From an optimization exercise on the open Yosys and OpenROAD flow, aimed at small area; shortcuts taken in it are not production practice.
Only simulation tests tie the RTL to the original design; equivalence was not proved.
Power and IR drop assume default switching activity. No driver is modelled on the clock port, so clocking that relies on it looks cheaper here than on a real chip.

$ cat flow/run.sh
#!/bin/bash
# Standard ORFS layout with three changes:
#  - after the standard synthesis, the combinational cells are mapped again
#    for area by Yosys/ABC (flip-flops, their names and cell types untouched);
#  - CTS adds no dummy loads, drives clusters of at most 32 sinks with buf_12
#    and uses buf_8 above them;
#  - the port buffers are buf_1, and one tie cell drives all constant outputs.
# Each tool's output goes to a log of its own in this folder.
set -euo pipefail
export CTS_ARGS="-sink_clustering_enable -repair_clock_nets -dont_use_dummy_load -buf_list {sky130_fd_sc_hd__buf_12} -root_buf sky130_fd_sc_hd__buf_8 -tree_buf sky130_fd_sc_hd__buf_8 -sink_clustering_size 32 -sink_clustering_max_diameter 90"
export BUFFER_PORTS_ARGS="-buffer_cell sky130_fd_sc_hd__buf_1"
export SKIP_REPAIR_TIE_FANOUT=1

bash standard.sh synth > synth.log 2>&1

RES=orfs/results/${FLOW_PLATFORM}/led_matrix_pwm_scanner/base
LIB=${FLOW_HOME}/platforms/${FLOW_PLATFORM}/lib/sky130_fd_sc_hd__tt_025C_1v80.lib
YOSYS=${FLOW_HOME}/../tools/install/yosys/bin/yosys
[[ -x $YOSYS ]] || YOSYS=yosys
cp ${RES}/1_2_yosys.v std_1_2_yosys.v
DU=""
for c in $(cat flow/dont_use.txt); do DU="$DU -dont_use $c"; done
cat > reopt.ys <<EOS
read_liberty -ignore_miss_func ${LIB}
blackbox sky130_fd_sc_hd__*df* sky130_fd_sc_hd__*dl* sky130_fd_sc_hd__conb*
read_verilog std_1_2_yosys.v
hierarchy -top ${FLOW_TOP}
flatten
opt -purge
abc -liberty ${LIB} ${DU} -script +strash;&get,-n;&st;&deepsyn,-T,30;&dch,-f;&nf,-R,1000;&put
opt_clean -purge
hilomap -singleton -hicell sky130_fd_sc_hd__conb_1 HI -locell sky130_fd_sc_hd__conb_1 LO
insbuf -buf sky130_fd_sc_hd__buf_1 A X
tee -o reopt_stat.txt stat -liberty ${LIB}
write_verilog -noattr -nohex -nodec reopt_1_2_yosys.v
EOS
cat > reopt_check.ys <<EOS
read_liberty -lib ${LIB}
read_verilog reopt_1_2_yosys.v
hierarchy -check -top ${FLOW_TOP}
check -assert -mapped
EOS
# Keep the standard netlist if the new mapping fails or does not check out.
if $YOSYS -s reopt.ys > reopt.log 2>&1 && $YOSYS -s reopt_check.ys > reopt_check.log 2>&1; then
  cp reopt_1_2_yosys.v ${RES}/1_2_yosys.v
  rm -f ${RES}/1_synth.odb ${RES}/1_synth.sdc
fi

bash standard.sh finish > finish.log 2>&1
$ cat flow/dont_use.txt
sky130_fd_sc_hd__probe_p_8 sky130_fd_sc_hd__probec_p_8 sky130_fd_sc_hd__lpflow_bleeder_1 sky130_fd_sc_hd__lpflow_clkbufkapwr_1 sky130_fd_sc_hd__lpflow_clkbufkapwr_16 sky130_fd_sc_hd__lpflow_clkbufkapwr_2 sky130_fd_sc_hd__lpflow_clkbufkapwr_4 sky130_fd_sc_hd__lpflow_clkbufkapwr_8 sky130_fd_sc_hd__lpflow_clkinvkapwr_1 sky130_fd_sc_hd__lpflow_clkinvkapwr_16 sky130_fd_sc_hd__lpflow_clkinvkapwr_2 sky130_fd_sc_hd__lpflow_clkinvkapwr_4 sky130_fd_sc_hd__lpflow_clkinvkapwr_8 sky130_fd_sc_hd__lpflow_decapkapwr_12 sky130_fd_sc_hd__lpflow_decapkapwr_3 sky130_fd_sc_hd__lpflow_decapkapwr_4 sky130_fd_sc_hd__lpflow_decapkapwr_6 sky130_fd_sc_hd__lpflow_decapkapwr_8 sky130_fd_sc_hd__lpflow_inputiso0n_1 sky130_fd_sc_hd__lpflow_inputiso0p_1 sky130_fd_sc_hd__lpflow_inputiso1n_1 sky130_fd_sc_hd__lpflow_inputiso1p_1 sky130_fd_sc_hd__lpflow_inputisolatch_1 sky130_fd_sc_hd__lpflow_isobufsrc_1 sky130_fd_sc_hd__lpflow_isobufsrc_16 sky130_fd_sc_hd__lpflow_isobufsrc_2 sky130_fd_sc_hd__lpflow_isobufsrc_4 sky130_fd_sc_hd__lpflow_isobufsrc_8 sky130_fd_sc_hd__lpflow_isobufsrckapwr_16 sky130_fd_sc_hd__lpflow_lsbuf_lh_hl_isowell_tap_1 sky130_fd_sc_hd__lpflow_lsbuf_lh_hl_isowell_tap_2 sky130_fd_sc_hd__lpflow_lsbuf_lh_hl_isowell_tap_4 sky130_fd_sc_hd__lpflow_lsbuf_lh_isowell_4 sky130_fd_sc_hd__lpflow_lsbuf_lh_isowell_tap_1 sky130_fd_sc_hd__lpflow_lsbuf_lh_isowell_tap_2 sky130_fd_sc_hd__lpflow_lsbuf_lh_isowell_tap_4
$ cat standard.sh
#!/bin/bash
# synth_recipe.tcl (not shown) runs the flow's synth.tcl, then flattens the netlist and writes it again
# the make line also repeats each setting of config.mk as NAME=value (left out here)
make -C /OpenROAD-flow-scripts/flow DESIGN_CONFIG=/design/flow/config.mk WORK_HOME=/design/flow/orfs CLKGATE_MAP_FILE= SYNTH_SCRIPT=/design/flow/synth_recipe.tcl "${@:-finish}"
$ cat config.mk
export PLATFORM = sky130hd
export DESIGN_NAME = led_matrix_pwm_scanner
export DESIGN_NICKNAME = led_matrix_pwm_scanner
export VERILOG_FILES = /design/flow/design.v
export SDC_FILE = /design/flow/constraint.sdc
export NUM_CORES = 4
export LEC_CHECK = 0
export CAP_MARGIN = 20
export CORE_MARGIN = 2
export CORE_UTILIZATION = 70
export PLACE_DENSITY = 0.8
export SLEW_MARGIN = 20
$ cat constraint.sdc
create_clock -name core_clock -period 10.0 [get_ports {clk}]
set_input_delay 2.0000 -clock core_clock [delete_from_list [all_inputs] [get_ports {clk}]]
set_output_delay 2.0000 -clock core_clock [all_outputs]
set_load 0.01 [all_outputs]
$ cat design.v
package lmps_pkg;
  localparam int COLUMNS_DEF  = 8;
  localparam int CHANNELS_DEF = 15;
  localparam int OP_W       = 2;
  localparam int COORD_W    = 3;
  localparam int BYTE_W     = 8;
  localparam int DRIVE_W    = 15;
  localparam int IN_DATA_W  = 32;
  localparam int OUT_DATA_W = 24;
  localparam logic [3:0] TICK_LAST = 4'd15;
  localparam logic [BYTE_W-1:0] PWM_MAX = 8'd15;
  typedef enum logic [OP_W-1:0] {
    OP_TICK  = 2'd0,
    OP_WRITE = 2'd1,
    OP_CLEAR = 2'd2,
    OP_NOP   = 2'd3
  } op_t;
  typedef enum logic [1:0] {
    ACT_NONE  = 2'd0,
    ACT_SHIFT = 2'd1,
    ACT_RESET = 2'd2
  } act_t;
  typedef enum logic [2:0] {
    ST_CLEAR,
    ST_IDLE,
    ST_WRITE,
    ST_TICK,
    ST_DRAIN,
    ST_FINISH
  } state_t;
endpackage
module led_matrix_pwm_scanner #(
  parameter int COLUMNS  = lmps_pkg::COLUMNS_DEF,
  parameter int CHANNELS = lmps_pkg::CHANNELS_DEF
) (
  input  logic                              clk,
  input  logic                              rst,
  input  logic                              s_tvalid,
  output logic                              s_tready,
  input  logic [lmps_pkg::IN_DATA_W-1:0]    s_tdata,
  input  logic [lmps_pkg::OP_W-1:0]         s_tuser,
  output logic                              m_tvalid,
  input  logic                              m_tready,
  output logic [lmps_pkg::OUT_DATA_W-1:0]   m_tdata
);
  localparam int LW = 5;
  localparam int FN = 120;
  localparam int LN = 15;
  logic [FN*LW-1:0] fr;
  logic [LN*LW-1:0] lr;
  logic [LW-1:0]    ftail, ltail, fin, lin, wdata;
  logic [7:0]       wbyte;
  logic [1:0] sub;
  logic [2:0] rowp;
  logic [2:0] colp;
  logic [3:0]  tcnt;
  logic [2:0]  pcol;
  logic [14:0] dsr;
  logic [14:0] drive;
  logic        reloaded;
  logic        primed;
  logic        init;
  logic can_proc, slot0, slot_last, active;
  logic is_tick, is_write, is_clear;
  logic wr_here, clr, reload, upd, dbit, accept;
  logic [LW-1:0] cur;
  assign ftail = fr[FN*LW-1 -: LW];
  assign ltail = lr[LN*LW-1 -: LW];
  assign is_tick  = (s_tuser == 2'd0);
  assign is_write = (s_tuser == 2'd1);
  assign is_clear = (s_tuser == 2'd2);
  assign can_proc  = s_tvalid && !m_tvalid && !init;
  assign slot0     = (sub == 2'd0) && (rowp == 3'd0) && (colp == 3'd0);
  assign slot_last = (sub == 2'd2) && (rowp == 3'd4) && (colp == 3'd7);
  assign active    = primed || (can_proc && slot0);
  assign wr_here = s_tvalid && is_write &&
                   (colp == s_tdata[2:0]) && (rowp == s_tdata[5:3]);
  always_comb begin
    case (sub)
      2'd0:    wbyte = s_tdata[21:14];
      2'd1:    wbyte = s_tdata[13:6];
      default: wbyte = s_tdata[29:22];
    endcase
  end
  assign wdata = wbyte[4:0] | {LW{|wbyte[7:5]}};
  assign clr = init || (s_tvalid && is_clear);
  assign fin = wr_here ? wdata : (clr ? '0 : ftail);
  assign upd    = active && is_tick && (colp == pcol);
  assign reload = (tcnt == 4'b1000);
  assign cur    = reload ? ftail : ltail;
  assign lin    = init ? '0 : (upd ? cur - 5'd1 : ltail);
  assign dbit   = !init && (upd ? ((cur != '0) && !cur[4]) : dsr[0]);
  assign accept   = primed && slot_last;
  assign s_tready = accept;
  always_ff @(posedge clk) begin
    fr <= {fr[FN*LW-LW-1:0], fin};
    lr <= {lr[LN*LW-LW-1:0], lin};
    if ((active && is_tick) || init) begin
      dsr <= {dbit, dsr[14:1]};
    end
    if (accept) begin
      reloaded <= is_tick && reload;
    end
  end
  always_ff @(posedge clk) begin
    if (rst) begin
      sub      <= '0;
      rowp     <= '0;
      colp     <= '0;
      tcnt     <= '0;
      pcol     <= '0;
      primed   <= 1'b0;
      init     <= 1'b1;
      m_tvalid <= 1'b0;
    end else begin
      sub  <= (sub == 2'd2) ? 2'd0 : sub + 2'd1;
      rowp <= (rowp == 3'd4) ? 3'd0 : rowp + 3'd1;
      colp <= colp + 3'd1;
      if (slot_last) begin
        init <= 1'b0;
      end
      if (accept) begin
        primed <= 1'b0;
      end else if (active) begin
        primed <= 1'b1;
      end
      if (accept && is_tick) begin
        tcnt <= {tcnt[2:0], (tcnt[3] ^ tcnt[2]) || (tcnt == 4'd0)};
        if (reload) begin
          pcol <= pcol + 3'd1;
        end
      end
      m_tvalid <= accept || (m_tvalid && !m_tready);
    end
  end
  for (genvar i = 0; i < 15; i++) begin : g_drive
    assign drive[3 * ((105 + i) % 5) + ((105 + i) % 3)] = dsr[i];
  end
  assign m_tdata = {7'b0000000, reloaded && (pcol == 3'd0), reloaded && (pcol != 3'd0), drive};
endmodule
==> flow_summary.yaml <==
sta:
  setup_ws_ns: 6.04
  rsz0062_at_grt: "no"
  relSlewSlack: 0.329
  finalHoldViolCount: 0
  finalCriticalPeriod_ns: 3.96
  fin_crit_sh: 0.396
  finalMaxSlewViolations: 0
  fmax_mhz: 252
  setup_viol: 0
  tightest_slew_ns: 1.01
  fin_setup_tns_ns: 0
  worst_clock_skew_ns: 0.0699
critical_path:
  crit_fanout: 6
  max_stage_delay_ns: 0.67
  path_delay_family: "simple AND/OR/NAND/NOR gates"
  critical_path_arrival_ns: 4.46
  worstPathRequired_ns: 10.50
  critPathKind: "in2reg"
  cp-start-kind: "input pin"
  critPathSlowestCell: "nor3b_1"
  crit_chain: "buf_1 > nand2_1 > a2111oi_0 > o2111ai_1 > nor4_1 > nor3b_1 > a222oi_1 > nand3_1"
  cp_num_buf_inv: 1
  end_kind: "flop"
clock_network:
  h-tree-depth: 1
  cts_sinks: 709
  clock-root-buffer: "buf_8"
  cts_hold_buf: 0
  post_cts_resized: 0
  path_clk_slew_ns: 0.12
  clk_latency_ns: 0.57
  cts_buffer_depth: 3
  cts_buffers: 26
  post_cts_buffers: 0
  cts_tree: "done"
placed_design:
  gp_congestion: 0.837
  place_area_mm2: 0.0157
  io_buffers: 54
  dp_slack_ns: 5.59
  hpwl_um: 10500
pwr:
  power.total_mw: 4.03
  leakagePower_nw: 6.32
  p_per_area_mw_per_mm2: 249
  peakVddDrop_v: 0.000207
logic_synthesis:
  avgSynthCellArea_um2: 17.9
  syn_nets: 884
  yosysWarnings: 1
  netlist_instances: 846
  synth_area_mm2: 0.0152
finish:
  final_cell_mix: "693 x dfxtp_1, 54 x buf_1, 23 x buf_12, 22 x nor2_1, 16 x edfxtp_1"
  final_area_mm2: 0.0162
  final_common_cell: "dfxtp_1"
  area_delta_synth_final_pct: 6.75
  drive_gt1_frac: 0.0283
  final_core_util: 0.765
  fill_cells: 1123
  nNetsFinal: 958
  antennaDiodeCount: 0
drt:
  vias: 5711
  antenna_left: 0
  totalWireLength_um: 20100
  firstDrtPassIters: 4
  drcViolationCount: 0
  via_per_inst: 4.79
  wl_per_cell_um: 16.9
  drt_iter0_drc: 254
floorplan:
  die_w_um: 151
  core_area_mm2: 0.0212
  start_util: 0.716
  ios: 64
  num_rows: 53
  die-area_mm2: 0.0228
  fp.dieH_um: 151
hold_path:
  hold_class: "reg2reg"
flow_run:
  max_cap_viol_count: 0
outcome:
  status: "complete, no violations"
grt:
  grt-ovfl-total: 0
  antenna_found_initial: 0
  grt_pass1_vias: 5853
  grt_use_total: 0.183
  grt_pass1_wl_um: 31400
  grt_max_degree: 33
==> final cells by class <==
class | count | area (um2) | share of cell area
timing repair buffer | 54 | 203 | 0.0125
tap | 275 | 344 | 0.0213
sequential | 709 | 14400 | 0.888
inverter | 5 | 18.8 | 0.00116
clock buffer | 26 | 505 | 0.0313
multi-input combinational | 124 | 748 | 0.0463
==> per-stage QoR <==
stage,cells,hold WS (ns)
6_report,1193,0.243
4_1_cts,1193,0.243
3_5_place_dp,1167,0.312
3_3_place_gp,1167,0.311
2_1_floorplan,846,0.310
5_1_grt,1193,0.237
==> power breakdown <==
group	internal [mW]	switching, mW	total [mW]	leakage [nW]
Sequential	2.85	0.0152	2.86	5.77
Clock	0.389	0.752	1.14	0.238
Combinational	0.0125	0.0170	0.0296	0.311
==> flip-flops by register name, indices dropped and copies added (netlist names), 2 cells and up <==
| signal | count |
|---|---|
| pcol | 3 |
| fr | 600 |
| sub | 2 |
| lr | 75 |
| dsr | 15 |
| tcnt | 4 |
| rowp | 3 |
| colp | 3 |
==> worst paths after layout <==
| kind | from | endpoint | slack [ns] | depth (start not counted) |
|---|---|---|---|---|
| worst max-delay path | s_tuser[0] | fr[1] | 6.04 | 8 |
| worst max register to register | init | dsr[14] | 7.15 | 11 |
| worst min-delay path | fr[94] | fr[99] | 0.24 | 0 |
| worst min register to register | fr[94] | fr[99] | 0.24 | 0 |
==> metal layers <==
layer / track usage / wire length, um
met5: 0 / 0
met3: 0.0325 / 769
met1: 0.245 / 9170
met2: 0.303 / 9400
met4: 0.0710 / 804

[static timing again, ports no longer ideal]
In the flow no input, the clock included, has a driving cell. The finished layout below was timed again as built, in two steps.
Step 1 sets driving cells, clkbuf_16 on the clock port and buf_2 on the other inputs (assumed; they add their load-dependent delay and slew).
Step 2 times the ports against the registers' clock, not the clock port: input delays grow and output delays shrink by t, the midpoint of the rising clock arrivals with the driver on.
a / b / c = ideal / step 1 / step 2; a / b = the first two.
shift t [ns]: 0.581
setup slack, ns: 6.036 / 6.060 / 5.479
worst slew at a driven data input, ns: 0.04
After both steps setup and hold are still met in this run. The setup slack of this run moves by +0.024 ns with the drivers and by -0.557 ns with both steps.
